This is an optimization exercise on Yosys and OpenROAD, whose aim is small area and a short achievable clock period, not a production implementation. The RTL was checked by simulation tests, not by an equivalence proof against the original design.

==> flow/design.v (outline; a module is shown in full before it is edited, if it fits) <==
// module dct_fa: 10 lines
// module dct_ha: 9 lines
// module dct_xor: 7 lines
// module dct_xnor: 7 lines
// module dct_ao21: 8 lines
// module dct_aoi21: 8 lines
// module dct_oai21: 8 lines
// module dct_1d: 7503 lines
module dct_1d (
  input  logic                  aclk,
  input  logic                  rst_n,
  input  logic                  in_valid,
  input  dct_pkg::sample_vec_t  in_block,
  output logic                  out_valid,
  output dct_pkg::lane_vec_t    out_block
);
  // ...
==> flow/flow/run.sh <==
#!/bin/bash
set -euo pipefail
export BUFFER_PORTS_ARGS="-buffer_cell sky130_fd_sc_hd__buf_1"
export SETUP_SLACK_MARGIN=6
bash standard.sh > standard.log 2>&1
==> flow/standard.sh <==
#!/bin/bash
# synth_recipe.tcl (not shown) runs the flow's synth.tcl, then flattens the netlist and writes it again
# the make line also repeats each setting of config.mk as NAME=value (left out here)
make -C /OpenROAD-flow-scripts/flow DESIGN_CONFIG=/design/flow/config.mk WORK_HOME=/design/flow/orfs CLKGATE_MAP_FILE= SYNTH_SCRIPT=/design/flow/synth_recipe.tcl "${@:-finish}"
==> flow/config.mk <==
export PLATFORM = sky130hd
export DESIGN_NAME = dct_1d
export DESIGN_NICKNAME = dct_1d
export VERILOG_FILES = /design/flow/design.v
export SDC_FILE = /design/flow/constraint.sdc
export NUM_CORES = 4
export LEC_CHECK = 0
export CAP_MARGIN = 20
export CORE_MARGIN = 2
export CORE_UTILIZATION = 40
export SLEW_MARGIN = 20
export SYNTH_HIERARCHICAL = 1
export SYNTH_MINIMUM_KEEP_SIZE = 0
==> flow/constraint.sdc <==
create_clock -name core_clock -period 9.0 [get_ports {aclk}]
set_input_delay 1.8000 -clock core_clock [delete_from_list [all_inputs] [get_ports {aclk}]]
set_output_delay 1.8000 -clock core_clock [all_outputs]
set_load 0.01 [all_outputs]
==> flow_metrics.tcl, run 1 <==
set metrics [dict create \
    status "no timing/DRC/antenna violations" \
    synthMuxAreaShare_pct 0 \
    met1_usage_pct 24.49 \
    synth_top_area_share_pct 31.80 \
    wl_per_cell_um 18.62 \
    start_util_pct 40.27 \
    period_needed_ps 3061 \
    cp_data_arrival_time_ps 3670 \
    ys_seq_elements 1032 \
    final_common_cell "fa_1" \
    max_clock_freq_mhz 326.7 \
    synth_xor_area_share_pct 9.303 \
    yosys_warnings 7 \
    cts_root_buffer "clkbuf_16" \
    die_w_um 405.8 \
    cpMaxStageDelayCell "fa_1" \
    crit_type "reg -> reg" \
    ant_nets 0 \
    synth-simple-area-share_pct 7.271 \
    drv_slew 0 \
    timing.rr.start "d4_r1[18]" \
    place_inst 7903 \
    holdPathStages 0 \
    syn_inst 5452 \
    io_pins 324 \
    buf_share_pct 5.279 \
    crit_required_ps 9610 \
    cts_tree "built" \
    h-tree-depth 3 \
    ys_top_cells_by_area "dfxtp_1 32%, fa_1 31%, a21oi_2 6.7%" \
    post_dp_cell_area_um2 68680 \
    clock_cell_area_share_pct 5.466 \
    instances_no_fill 8345 \
    nClkBuffers 148 \
    synth_edf_count 0 \
    drv_cap 0 \
]
==> inputs of run 2 (changes only) <==
==> flow/flow/run.sh (replaced) <==
#!/bin/bash
set -euo pipefail
export BUFFER_PORTS_ARGS="-buffer_cell sky130_fd_sc_hd__buf_2"
export SETUP_SLACK_MARGIN=6
bash standard.sh > standard.log 2>&1
--- a/flow/config.mk
+++ b/flow/config.mk
@@ -7,7 +7,7 @@
 export LEC_CHECK = 0
 export CAP_MARGIN = 20
 export CORE_MARGIN = 2
-export CORE_UTILIZATION = 40
+export CORE_UTILIZATION = 55
 export SLEW_MARGIN = 20
 export SYNTH_HIERARCHICAL = 1
 export SYNTH_MINIMUM_KEEP_SIZE = 0
==> run 2 against run 1 <==
Effect of this change: register-to-register slack worse by 50 ps; synthesized area did not move; routed wire length decreased by 5.5%.
==> flow_metrics.tcl, run 2 <==
set metrics [dict create \
    dp_hpwl_mm 115.4 \
    io_pins 324 \
    cts_tree "built" \
    synth_top_area_share_pct 31.80 \
    grt_pass1_vias 42022 \
    rows 125 \
    grt_max_degree 17 \
    core-area_um2 116400 \
    fin_crit_sh_pct 34.62 \
    synth_edf_count 0 \
    yosysMostFrequentCell "dfxtp_1" \
    cp_max_fo 4 \
    start_kind "flop" \
    die-area_um2 120200 \
    syn_inst 5452 \
    hold_buffers 0 \
    place_congestion 0.8601 \
    antenna_found_initial 12 \
    port-buffer-count 323 \
    yosysTopAreaCell "dfxtp_1" \
    ys_top_cells_by_area "dfxtp_1 32%, fa_1 31%, a21oi_2 6.7%" \
    synth_area_um2 64590 \
    start_util_pct 55.50 \
    mostFrequentLayoutCells "952 x fa_1, 830 x dfxtp_1, 537 x inv_1, 478 x a21oi_2, 471 x xor2_1" \
    clk_pin_slew_ps 60 \
    grtUsageTotal_pct 25.22 \
    drc_errors 0 \
    final_hold_viol_count 0 \
    final_common_cell "fa_1" \
    place_inst 7267 \
    drv_cap 0 \
    wl_per_cell_um 19.17 \
    clk_latency_ps 730 \
    drive_gt1_share_pct 25.71 \
    status "no timing/DRC/antenna violations" \
    clock_skew_ps 40.29 \
    wirelength_mm 146.8 \
    ys_seq_elements 1032 \
    worstSetupEndpointType "flop" \
    instances_no_fill 7660 \
    syn2layout_area_growth_pct 16.27 \
    cts_root_buffer "clkbuf_16" \
    ant_nets 0 \
    synth.distinct_cells 52 \
    synthArstFlopShare_pct 0.5814 \
    first_pass_iters 5 \
    syn_avg_cell_area_um2 11.85 \
    crit_required_ps 9590 \
    yosys_warnings 7 \
    place_ws_ps 5372 \
    rsz0062_at_grt "true" \
    die_w_um 346.7 \
    numCtsBuffers 109 \
    dr.first_iter.drc_count 1765 \
    finalNetCount 7495 \
    fill_cells 9188 \
    setup_viol 0 \
    seq_area_frac_synth_pct 32.03 \
    grt.overflow.total 0 \
    hp-class "reg -> reg" \
    cp_data_arrival_time_ps 3700 \
    finalSetupTns_ps 0 \
    h-tree-depth 3 \
    period_needed_ps 3116 \
    maxSlewHeadroom_pct 47.05 \
    crit_type "reg -> reg" \
    num_vias 38926 \
    die_y_um 346.7 \
    max_clock_freq_mhz 321.0 \
    drv_slew 0 \
    cts_buffer_depth 3 \
    via_per_inst 5.082 \
    ys.flop_type "dfxtp_1" \
    setup_ws_ps 5884 \
    synth_common_cells "1026 x dfxtp_1, 1014 x fa_1, 561 x inv_1" \
    tightest_slew_ps 791.5 \
    clock-sinks 1032 \
    grt_pass1_wl_mm 233.6 \
]
run 2: cell counts after synthesis:
Identical to the previous run, type by type.
run 2: worst max-delay path: stages, from the launching register on:
cell	delay, ps
dfxtp_4	380
buf_6	140
fa_1	500
fa_1	580
inv_2	40
fa_2	320
inv_2	60
fa_1	430
fa_1	550
run 2: area by class of cell:
| class | count | area (um2) | area share, % |
|---|---|---|---|
| multi-input combinational | 3824 | 42210 | 56.20 |
| sequential | 1032 | 21190 | 28.22 |
| timing repair buffer | 511 | 3861 | 5.142 |
| clock buffer | 146 | 3147 | 4.190 |
| inverter | 561 | 2125 | 2.829 |
| tap | 1524 | 1907 | 2.539 |
| clock inverter | 57 | 645.6 | 0.8597 |
| antenna | 5 | 12.51 | 0.01666 |
run 2: cells by family after synthesis:
| group | count (synthesis) | share of synthesized area [%] |
|---|---|---|
| compound gates | 857 | 9.899 |
| xor+xnor | 686 | 9.303 |
| fa+ha+maj | 1338 | 37.67 |
| buf+inv | 609 | 3.818 |
| flops | 1032 | 32.03 |
| other cells | 1 | 0.005806 |
| simple gates | 929 | 7.271 |
run 2: through the flow:
stage / utilization [%] / hold slack [ps] / cell area, um2
final: 64.54 / 305.2 / 75090
after floorplan: - / 309.6 / 65100
after detailed placement: 58.69 / 312.1 / 68290
after global routing: 64.53 / 309.1 / 75090
after global placement: 58.69 / 310.2 / 68290
after CTS: 63.44 / 307.8 / 73810
run 2: repair_timing:
item	CTS	global route
pin swaps	7	63
resized for setup	240	223
setup buffers	123	62
endpoints found under the setup margin	238	214
run 2: metal layers:
layer	track usage [%]	wire, um
met3	3.257	5275
met2	44.18	74090
met4	7.303	4405
met5	0	34
met1	32.81	63030
run 2: per-module statistics from Yosys (local to each module, per instance):
module,times used,cells inside,flops+latches,cell area (um2)
dct_1d,1,2720,1032,28940
dct_fa,1014,1,0,20.02
dct_ha,311,1,0,12.51
dct_aoi21,491,1,0,8.758
dct_xnor,214,1,0,8.758
dct_xor,472,1,0,8.758
dct_oai21,230,1,0,5.005
run 2: worst paths after layout:
path | to | slack (ps) | startpoint | cells past startpoint
min | d2_r2[3] | 310 | d2_r1[3] | 0
max reg2reg | y6h_b_r1[1] | 5880 | d6_r1[2] | 8
max in group asynchronous | vpipe[2] | 7960 | rst_n | 1
min in group asynchronous | vpipe[3] | 890 | rst_n | 1
max | y6h_b_r1[1] | 5880 | d6_r1[2] | 8
min reg2reg | d2_r2[3] | 310 | d2_r1[3] | 0
==> inputs of run 3 (changes only) <==
--- a/flow/config.mk
+++ b/flow/config.mk
@@ -7,7 +7,9 @@
 export LEC_CHECK = 0
 export CAP_MARGIN = 20
 export CORE_MARGIN = 2
-export CORE_UTILIZATION = 55
+export CORE_UTILIZATION = 40
+export CTS_CLUSTER_DIAMETER = 60
+export CTS_CLUSTER_SIZE = 25
 export SLEW_MARGIN = 20
 export SYNTH_HIERARCHICAL = 1
 export SYNTH_MINIMUM_KEEP_SIZE = 0
==> run 3 against run 2 <==
Effect of this change: still clean on timing, DRC and antenna; clock-buffer cell count fell by 31; critical path depth is 2 lower; first-iteration DRC count grew 12%; via count is 0.54% higher; final area rose by 0.63%; global-route usage shrank 6.2 points; sequential share of layout area decreased by 0.18 points; flip-flop and latch count unchanged.
==> flow_metrics.tcl, run 3 <==
set metrics [dict create \
    status "no timing/DRC/antenna violations" \
    synth_area_um2 64590 \
    first_pass_iters 7 \
    grt.overflow.total 0 \
    final_util_pct 47.12 \
    syn_inst 5452 \
    h-tree-depth 3 \
    cts_tree "built" \
    clock_skew_ps 35.32 \
    place_congestion 0.8851 \
    timing.hold.ws_ps 318.2 \
    antenna_found_initial 32 \
    mostFrequentLayoutCells "968 x fa_1, 822 x dfxtp_1, 543 x inv_1, 476 x a21oi_2, 471 x xor2_1" \
    synth_top_area_share_pct 31.80 \
    grtUsageTotal_pct 19.05 \
    reg2reg_depth 6 \
    numCtsBuffers 105 \
    syn2layout_area_growth_pct 17.00 \
    num_vias 39137 \
    clock-sinks 1032 \
    place_ws_ps 5169 \
    finalSetupTns_ps 0 \
    synth_common_cells "1026 x dfxtp_1, 1014 x fa_1, 561 x inv_1" \
    hold_end "b4_r2[11]" \
    start_util_pct 40.27 \
    yosys_warnings 7 \
    yosysTopAreaCell "dfxtp_1" \
    grt_pass1_vias 42221 \
    crit_required_ps 9690 \
    ys_seq_elements 1032 \
    cts_root_buffer "clkbuf_16" \
    setup_ws_ps 5947 \
    r2r_end "y6h_b_r1[3]" \
    min_from "b4_r1[11]" \
    rsz0062_at_grt "true" \
    cp_max_fo 3 \
    worstSetupEndpointType "flop" \
    grt_pass1_wl_mm 239.6 \
    wirelength_mm 153.4 \
    synth.distinct_cells 52 \
    tightest_slew_ps 852.9 \
    max_clock_freq_mhz 327.5 \
    yosysMostFrequentCell "dfxtp_1" \
    finalNetCount 7478 \
    cts_buffer_depth 3 \
    holdPathStages 0 \
    dp_hpwl_mm 121.7 \
    ys.flop_type "dfxtp_1" \
    io_pins 324 \
    ant_nets 0 \
    place_inst 7902 \
    maxSlewHeadroom_pct 42.95 \
    drv_cap 0 \
    hp-class "reg -> reg" \
    clk_pin_slew_ps 80 \
    instances_no_fill 8282 \
    reg2reg_slack_ps 5950 \
    cp_data_arrival_time_ps 3740 \
    die-area_um2 164700 \
    fin_crit_sh_pct 33.93 \
    final_hold_viol_count 0 \
    seq_area_frac_synth_pct 32.03 \
    setup_viol 0 \
    start_kind "flop" \
    port-buffer-count 323 \
    die_y_um 405.8 \
    drive_gt1_share_pct 25.25 \
    period_needed_ps 3053 \
    rows 147 \
    dr.first_iter.drc_count 1976 \
    hold_buffers 0 \
    via_per_inst 4.726 \
    drc_errors 0 \
    wl_per_cell_um 18.52 \
    core-area_um2 160400 \
    crit_type "reg -> reg" \
    synthArstFlopShare_pct 0.5814 \
    timing.rr.start "d5_r1[11]" \
    syn_avg_cell_area_um2 11.85 \
    ys_top_cells_by_area "dfxtp_1 32%, fa_1 31%, a21oi_2 6.7%" \
    drv_slew 0 \
    final_common_cell "fa_1" \
    clk_latency_ps 740 \
    grt_max_degree 23 \
    die_w_um 405.8 \
    synth_edf_count 0 \
]
==> run 3: cell counts after synthesis <==
Identical to the previous run, type by type.
==> run 3: routing by layer <==
metal,share of wire (%),routed length (um),global-route usage [%],vias up
li1,-,-,-,18446
met1,42,63980,23.95,19541
met2,49,75590,32.90,818
met3,5.4,8339,3.792,300
met4,3.4,5290,5.928,32
met5,0.11,175,0,-
==> run 3: worst max-delay path, stage by stage (launching register included) <==
cell,delay [ps]
dfxtp_4,360
buf_4,150
fa_2,580
fa_1,430
fa_2,550
fa_1,430
fa_2,530
==> run 3: metrics by stage <==
| step | area, um2 |
|---|---|
| 2_1_floorplan | 65100 |
| 3_3_place_gp | 69080 |
| 3_5_place_dp | 69080 |
| 4_1_cts | 74630 |
| 5_1_grt | 75560 |
| 6_report | 75570 |
==> run 3: what timing repair did <==
action / CTS / global route
pin swaps: 5 / 37
setup buffers: 118 / 55
resized for setup: 256 / 155
endpoints found under the setup margin: 279 / 249
==> run 3: cells by family (layout without fill, tap and decap cells) <==
family | after synthesis | in the layout | synth area share, %
adders and majority gates | 1338 | 1338 | 37.67
DFF | 1032 | 1032 | 32.03
and+or+nand+nor | 929 | 929 | 7.271
AOI/OAI and AO/OA | 857 | 857 | 9.899
xor gates and xnor gates | 686 | 686 | 9.303
buffers and inverters | 609 | 1258 | 3.818
other | 1 | 22 | 0.005806
==> run 3: cell type report <==
| type | instances | area [um2] |
|---|---|---|
| sequential | 1032 | 21190 |
| tap | 2160 | 2703 |
| multi-input combinational | 3824 | 42150 |
| timing repair buffer | 498 | 3487 |
| fill | 14631 | 84820 |
| inverter | 561 | 2121 |
| clock inverter | 84 | 1132 |
| antenna | 8 | 20.02 |
| clock buffer | 115 | 2759 |
==> run 3: worst max-delay path by stage <==
| stage | from | endpoint | cells after the start |
|---|---|---|---|
| final | d5_r1[11] | y6h_b_r1[3] | 6 |
| after global routing | d6_r1[2] | y5h_c_r1[0] | 9 |
| after CTS | y6_r1[17] | out_block[43] | 1 |
| after detailed placement | in_block[96] | b6_r1[15] | 8 |
| after global placement | in_block[96] | b6_r1[14] | 8 |
| after floorplan | d6_r1[8] | y6h_b_r1[3] | 7 |
==> run 3: per-module statistics from Yosys, one instance, submodules excluded <==
module / times used / cells inside / area (um2)
dct_1d: 1 / 2720 / 28940
dct_fa: 1014 / 1 / 20.02
dct_ha: 311 / 1 / 12.51
dct_aoi21: 491 / 1 / 8.758
dct_xnor: 214 / 1 / 8.758
dct_xor: 472 / 1 / 8.758
dct_oai21: 230 / 1 / 5.005
==> inputs of run 4 (changes only) <==
--- a/flow/config.mk
+++ b/flow/config.mk
@@ -8,8 +8,6 @@
 export CAP_MARGIN = 20
 export CORE_MARGIN = 2
 export CORE_UTILIZATION = 40
-export CTS_CLUSTER_DIAMETER = 60
-export CTS_CLUSTER_SIZE = 25
 export SLEW_MARGIN = 20
 export SYNTH_HIERARCHICAL = 1
 export SYNTH_MINIMUM_KEEP_SIZE = 0
==> run 4 against run 3 <==
Effect of this change: still clean; utilization increased by 0.33 points; clock skew increased by 9.4 ps; worst setup slack improved by 8.1 ps; sequential share of layout area decreased by 0.21 points; register-to-register slack improved by 50 ps; cell count increased by 0.70%; via count increased by 0.54%; critical path depth decreased by 5.
==> flow_metrics.tcl, run 4 <==
set metrics [dict create \
    status "no timing/DRC/antenna violations" \
    synthMuxAreaShare_pct 0 \
    setup_viol 0 \
    synth_xor_area_share_pct 9.303 \
    final_common_cell "fa_1" \
    ys.flop_type "dfxtp_1" \
    core-area_um2 160400 \
    reg2reg_depth 6 \
    clock-sinks 1032 \
    io_pins 324 \
    hp-class "reg -> reg" \
    holdPathStages 0 \
    grtUsageTotal_pct 19.21 \
    worstSetupEndpointType "primary output" \
    syn2layout_area_growth_pct 17.81 \
    cts_tree "built" \
    cts_buffer_depth 3 \
    reg2reg_slack_ps 6000 \
    grt.overflow.total 0 \
    mostFrequentLayoutCells "956 x fa_1, 822 x dfxtp_1, 540 x inv_1, 475 x a21oi_2, 471 x xor2_1" \
    period_needed_ps 3045 \
    synth_area_um2 64590 \
    tightest_slew_ps 935.8 \
    crit_chain "buf_2" \
    synthArstFlopShare_pct 0.5814 \
    finalNetCount 7515 \
    crit_path_max_incr_delay_ps 380 \
    hold_buffers 0 \
    drv_cap 0 \
    synth_top_family_by_area "adder cells" \
    ys_seq_elements 1032 \
    cp_max_fo 7 \
    synth_common_cells "1026 x dfxtp_1, 1014 x fa_1, 561 x inv_1" \
    start_kind "flop" \
    clk_pin_slew_ps 60 \
    worst-path-buf-inv 1 \
    syn_inst 5452 \
    timing.hold.ws_ps 317.8 \
    drc_errors 0 \
    num_vias 39347 \
    min_from "d2_r2[7]" \
    final_hold_viol_count 0 \
    synth-simple-area-share_pct 7.271 \
    start_util_pct 40.27 \
    yosysTopAreaCell "dfxtp_1" \
    drive_gt1_share_pct 25.86 \
    rows 147 \
    seq_area_frac_synth_pct 32.03 \
    dp_hpwl_mm 121.7 \
    timing.rr.start "c2_r1[7]" \
    grt_max_degree 17 \
    fin_crit_sh_pct 33.84 \
    h-tree-depth 3 \
    cts_root_buffer "clkbuf_16" \
    yosys_warnings 7 \
    wl_per_cell_um 18.64 \
    syn_avg_cell_area_um2 11.85 \
    cp_data_arrival_time_ps 1250 \
    die-area_um2 164700 \
    synth_edf_count 0 \
    synth_top_area_share_pct 31.80 \
    synthAdderAreaFrac_pct 37.67 \
    max_clock_freq_mhz 328.4 \
    finalSetupTns_ps 0 \
    first_pass_iters 5 \
    port-buffer-count 323 \
    clock_skew_ps 44.72 \
    dr.first_iter.drc_count 1853 \
    maxSlewHeadroom_pct 37.17 \
    grt_pass1_vias 42509 \
    crit_required_ps 7200 \
    die_y_um 405.8 \
    rsz0062_at_grt "true" \
    grt_pass1_wl_mm 241.9 \
    place_congestion 0.8851 \
    drv_slew 0 \
    die_w_um 405.8 \
    numCtsBuffers 117 \
    hold_end "d2_r3[7]" \
    r2r_end "d2h_a_r1[5]" \
    cp_top_family "flip-flops" \
    ys_top_cells_by_area "dfxtp_1 32%, fa_1 31%, a21oi_2 6.7%" \
    synth.distinct_cells 52 \
    wirelength_mm 155.4 \
    crit_type "reg -> out" \
    cpMaxStageDelayCell "dfxtp_4" \
    via_per_inst 4.718 \
    ant_nets 0 \
    antenna_found_initial 33 \
    clk_latency_ps 740 \
    synth_compound_area_share_pct 9.899 \
    yosysMostFrequentCell "dfxtp_1" \
]
[run 4: cell counts after synthesis]
No cell type changed its count.
[run 4: metal layers]
layer  vias to the layer above  routed length, um  track usage, %  share of wire, %
met4                        30               4987           5.818               3.2
met1                     19629              64220           24.05                41
met3                       297               9021           3.914               5.8
met2                       851              77020           33.31                50
li1                      18540                  -               -                 -
met5                         -                184               0              0.12
[run 4: what timing repair did]
action,4_1_cts,5_1_grt
endpoints found under the setup margin,281,253
pin swaps,9,45
buffers inserted,108,90
gates resized for setup,251,170
[run 4: area by class of cell]
| class | count | area [um2] |
|---|---|---|
| fill | 14582 | 84300 |
| multi-input combinational | 3824 | 42200 |
| sequential | 1032 | 21180 |
| timing repair buffer | 523 | 3657 |
| clock buffer | 164 | 3438 |
| tap | 2160 | 2703 |
| inverter | 561 | 2121 |
| clock inverter | 55 | 738.2 |
| antenna | 21 | 52.55 |
[run 4: per-module statistics from Yosys (local to each module, per instance)]
module | cell area (um2) | times used | cells | flip-flops and latches
dct_fa | 20.02 | 1014 | 1 | 0
dct_xor | 8.758 | 472 | 1 | 0
dct_aoi21 | 8.758 | 491 | 1 | 0
dct_xnor | 8.758 | 214 | 1 | 0
dct_oai21 | 5.005 | 230 | 1 | 0
dct_ha | 12.51 | 311 | 1 | 0
dct_1d | 28940 | 1 | 2720 | 1032
[run 4: per-stage QoR]
stage / cells / setup WS (ps) / util [%] / cell area (um2)
after global placement: 7902 / 5230 / 43.07 / 69080
after detailed placement: 7902 / 5169 / 43.07 / 69080
final: 8340 / 5955 / 47.44 / 76090
after CTS: 8229 / 5884 / 46.64 / 74800
after floorplan: 5465 / 5951 / - / 65100
after global routing: 8324 / 5844 / 47.42 / 76050
[run 4: how the worst max path moves through the flow]
stage                            start        endpoint  slack [ps]  cells past startpoint
after floorplan               d6_r1[8]     y6h_b_r1[3]        5950                      7
after global placement    in_block[96]       b6_r1[14]        5230                      8
after detailed placement  in_block[96]       b6_r1[15]        5170                      8
after CTS                    d3_r3[17]  out_block[119]        5880                      1
after global routing          d6_r1[2]     y5h_c_r1[0]        5840                      9
final                        y4_r1[17]   out_block[95]        5950                      1
[run 4: kinds of logic after synthesis]
group,after synthesis
adder cells (fa/ha/maj),1338
flip-flops,1032
AND/OR/NAND/NOR,929
AO/OA/AOI/OAI,857
XOR/XNOR,686
buffers and inverters,609
other,1
[run 4: worst register-to-register path: stages (launching register included)]
cell     delay [ps]
dfxtp_4         390
buf_4           170
fa_1            400
fa_1            500
fa_1            440
fa_1            520
fa_1            440
==> inputs of run 5 (changes only) <==
==> flow/flow/run.sh (replaced) <==
#!/bin/bash
set -euo pipefail
export BUFFER_PORTS_ARGS="-buffer_cell sky130_fd_sc_hd__buf_2"
export SETUP_SLACK_MARGIN=6.15
bash standard.sh > standard.log 2>&1
==> run 5 against run 4 <==
Effect of this change: worst setup slack got worse by 62 ps; global-route usage rose by 0.64 points; maximum frequency fell by 2.0%; clock-buffer cell count fell by 12; flip-flop and latch count did not move; synthesized cell count did not move; cell count rose by 0.34%; routed wire length rose by 2.7%; synthesized area did not move.
==> flow_metrics.tcl, run 5 <==
set metrics [dict create \
    crit_required_ps 7200 \
    tightest_slew_ps 1039 \
    place_ws_ps 5268 \
    drv_cap 0 \
    ys_seq_elements 1032 \
    cts_tree "built" \
    yosysTopAreaCell "dfxtp_1" \
    fin_crit_sh_pct 34.52 \
    period_needed_ps 3107 \
    syn_inst 5452 \
    clk_latency_ps 780 \
    grt_pass1_vias 42548 \
    first_pass_iters 7 \
    die_y_um 405.8 \
    via_per_inst 4.744 \
    cts_buffer_depth 3 \
    grt_max_degree 19 \
    synth_common_cells "1026 x dfxtp_1, 1014 x fa_1, 561 x inv_1" \
    rsz0062_at_grt "true" \
    antenna_found_initial 21 \
    cp_data_arrival_time_ps 1310 \
    ys.flop_type "dfxtp_1" \
    yosysMostFrequentCell "dfxtp_1" \
    place_congestion 0.8902 \
    finalNetCount 7553 \
    final_common_cell "fa_1" \
    synth.distinct_cells 52 \
    hp-class "reg -> reg" \
    cpMaxStageDelayCell "dfxtp_4" \
    hold_buffers 0 \
    max_clock_freq_mhz 321.8 \
    seq_area_frac_synth_pct 32.03 \
    drv_slew 0 \
    grtUsageTotal_pct 19.86 \
    synthArstFlopShare_pct 0.5814 \
    dr.first_iter.drc_count 2022 \
    core-area_um2 160400 \
    crit_chain "buf_6" \
    mostFrequentLayoutCells "891 x fa_1, 773 x dfxtp_1, 517 x inv_1, 467 x xor2_1, 461 x a21oi_2" \
    reg2reg_slack_ps 5920 \
    maxSlewHeadroom_pct 30.50 \
    synth_top_area_share_pct 31.80 \
    grt_pass1_wl_mm 247.9 \
    crit_type "reg -> out" \
    worst-path-buf-inv 1 \
    die_w_um 405.8 \
    port-buffer-count 323 \
    numCtsBuffers 116 \
    dp_hpwl_mm 124.7 \
    ys_top_cells_by_area "dfxtp_1 32%, fa_1 31%, a21oi_2 6.7%" \
    finalSetupTns_ps 0 \
    synth_edf_count 0 \
    min_from "b7_r2[12]" \
    rows 147 \
    num_vias 39699 \
    clock_skew_ps 65.21 \
    io_pins 324 \
    timing.rr.start "d5_r1[3]" \
    setup_viol 0 \
    final_hold_viol_count 0 \
    drive_gt1_share_pct 29.44 \
    setup_ws_ps 5893 \
    clk_pin_slew_ps 60 \
    die-area_um2 164700 \
    yosys_warnings 7 \
    synth_area_um2 64590 \
    drc_errors 0 \
    syn_avg_cell_area_um2 11.85 \
    clock-sinks 1032 \
    cts_root_buffer "clkbuf_16" \
    cp_top_family "flip-flops" \
    grt.overflow.total 0 \
    crit_path_max_incr_delay_ps 410 \
    start_util_pct 40.27 \
    ant_nets 0 \
    crit_start "d1_r3[17]" \
    wl_per_cell_um 19.07 \
    start_kind "flop" \
    worstSetupEndpointType "primary output" \
    cp_max_fo 7 \
    syn2layout_area_growth_pct 20.40 \
    h-tree-depth 3 \
    wirelength_mm 159.6 \
    status "no timing/DRC/antenna violations" \
]
-- run 5: timing repair --
action	in CTS	in global routing
setup buffers	195	43
pin swaps	52	113
gates resized for setup	401	226
endpoints found under the setup margin	321	305
gates cloned	0	0
-- run 5: cell type report --
type | count | area [um2]
fillers | 14403 | 82630
multi-input cells | 3824 | 43000
flip-flops and latches | 1032 | 21310
repair buffers | 562 | 4403
clock buffers | 152 | 3201
well taps | 2160 | 2703
inverters | 561 | 2127
clock inverters | 69 | 994.7
diodes | 8 | 20.02
-- run 5: per-stage QoR --
step                      std cells  hold slack (ps)  utilization [%]  cell area (um2)
after floorplan                5465            309.6                -            65680
after global placement         7901            311.2            43.42            69640
after detailed placement       7901            312.1            43.43            69660
after CTS                      8317            281.5            47.78            76630
after global routing           8364            302.5            48.48            77750
final                          8368            298.7            48.48            77760
-- run 5: layer usage --
| layer | part of all wire (%) | track usage, % |
|---|---|---|
| met5 | 0.039 | 0 |
| met2 | 48 | 33.22 |
| met1 | 43 | 25.78 |
| met3 | 5.7 | 4.044 |
| met4 | 3.0 | 6.307 |
-- run 5: final timing paths --
kind,depth (start not counted),end
max,1,out_block[165]
max reg2reg,9,y5h_ci_r1
min in group asynchronous,1,vpipe[0]
min reg2reg,0,b7_r3[12]
min,0,b7_r3[12]
max in group asynchronous,1,vpipe[4]
-- run 5: per-module statistics from Yosys, one instance, submodules excluded --
module / cell area [um2] / flops+latches / times used
dct_1d: 28940 / 1032 / 1
dct_fa: 20.02 / 0 / 1014
dct_ha: 12.51 / 0 / 311
dct_aoi21: 8.758 / 0 / 491
dct_xnor: 8.758 / 0 / 214
dct_xor: 8.758 / 0 / 472
dct_oai21: 5.005 / 0 / 230
-- run 5: cells by family (layout without fill, tap and decap cells) --
| family | Yosys count | in the layout | share of synthesized area (%) |
|---|---|---|---|
| flops | 1032 | 1032 | 32.03 |
| xor+xnor | 686 | 686 | 9.303 |
| other cells | 1 | 22 | 0.005806 |
| simple gates | 929 | 929 | 7.271 |
| compound gates | 857 | 857 | 9.899 |
| buf+inv | 609 | 1344 | 3.818 |
| fa+ha+maj | 1338 | 1338 | 37.67 |

separate check: timing with driven ports:
The flow's constraints put no driver on any port. The routed layouts listed below were extracted and timed again, unchanged, in two steps. Step 1: set_driving_cell puts a clkbuf_16 on aclk and a buf_2 on each other input, an assumption about the parent block. Step 2 adds t to the input delays and takes it off the output delays; t is the mean of the earliest and latest rising clock arrival at the registers after step 1. Input paths then give back, and output paths get back, about the clock's delay inside the block. a / b / c = ideal ports / drivers / drivers and shift; a / b = the first two.
run	t (ns)	setup slack, ns	clock arrival spread, ns	slew at the worst register clock pin (ns)
run 1	0.797	5.939 / 5.868 / 5.309	0.050 / 0.051	0.07 / 0.07
run 2	0.790	5.884 / 5.852 / 5.384	0.046 / 0.046	0.07 / 0.07
run 3	0.796	5.947 / 5.874 / 5.303	0.041 / 0.041	0.08 / 0.08
run 4	0.796	5.955 / 5.880 / 5.310	0.044 / 0.045	0.06 / 0.06
run 5	0.830	5.893 / 5.814 / 5.356	0.067 / 0.067	0.07 / 0.07
After both steps setup and hold are still met in every run listed. For run 4, which loses most, drivers alone change the setup slack by -0.075 ns; drivers and shift together by -0.645 ns.
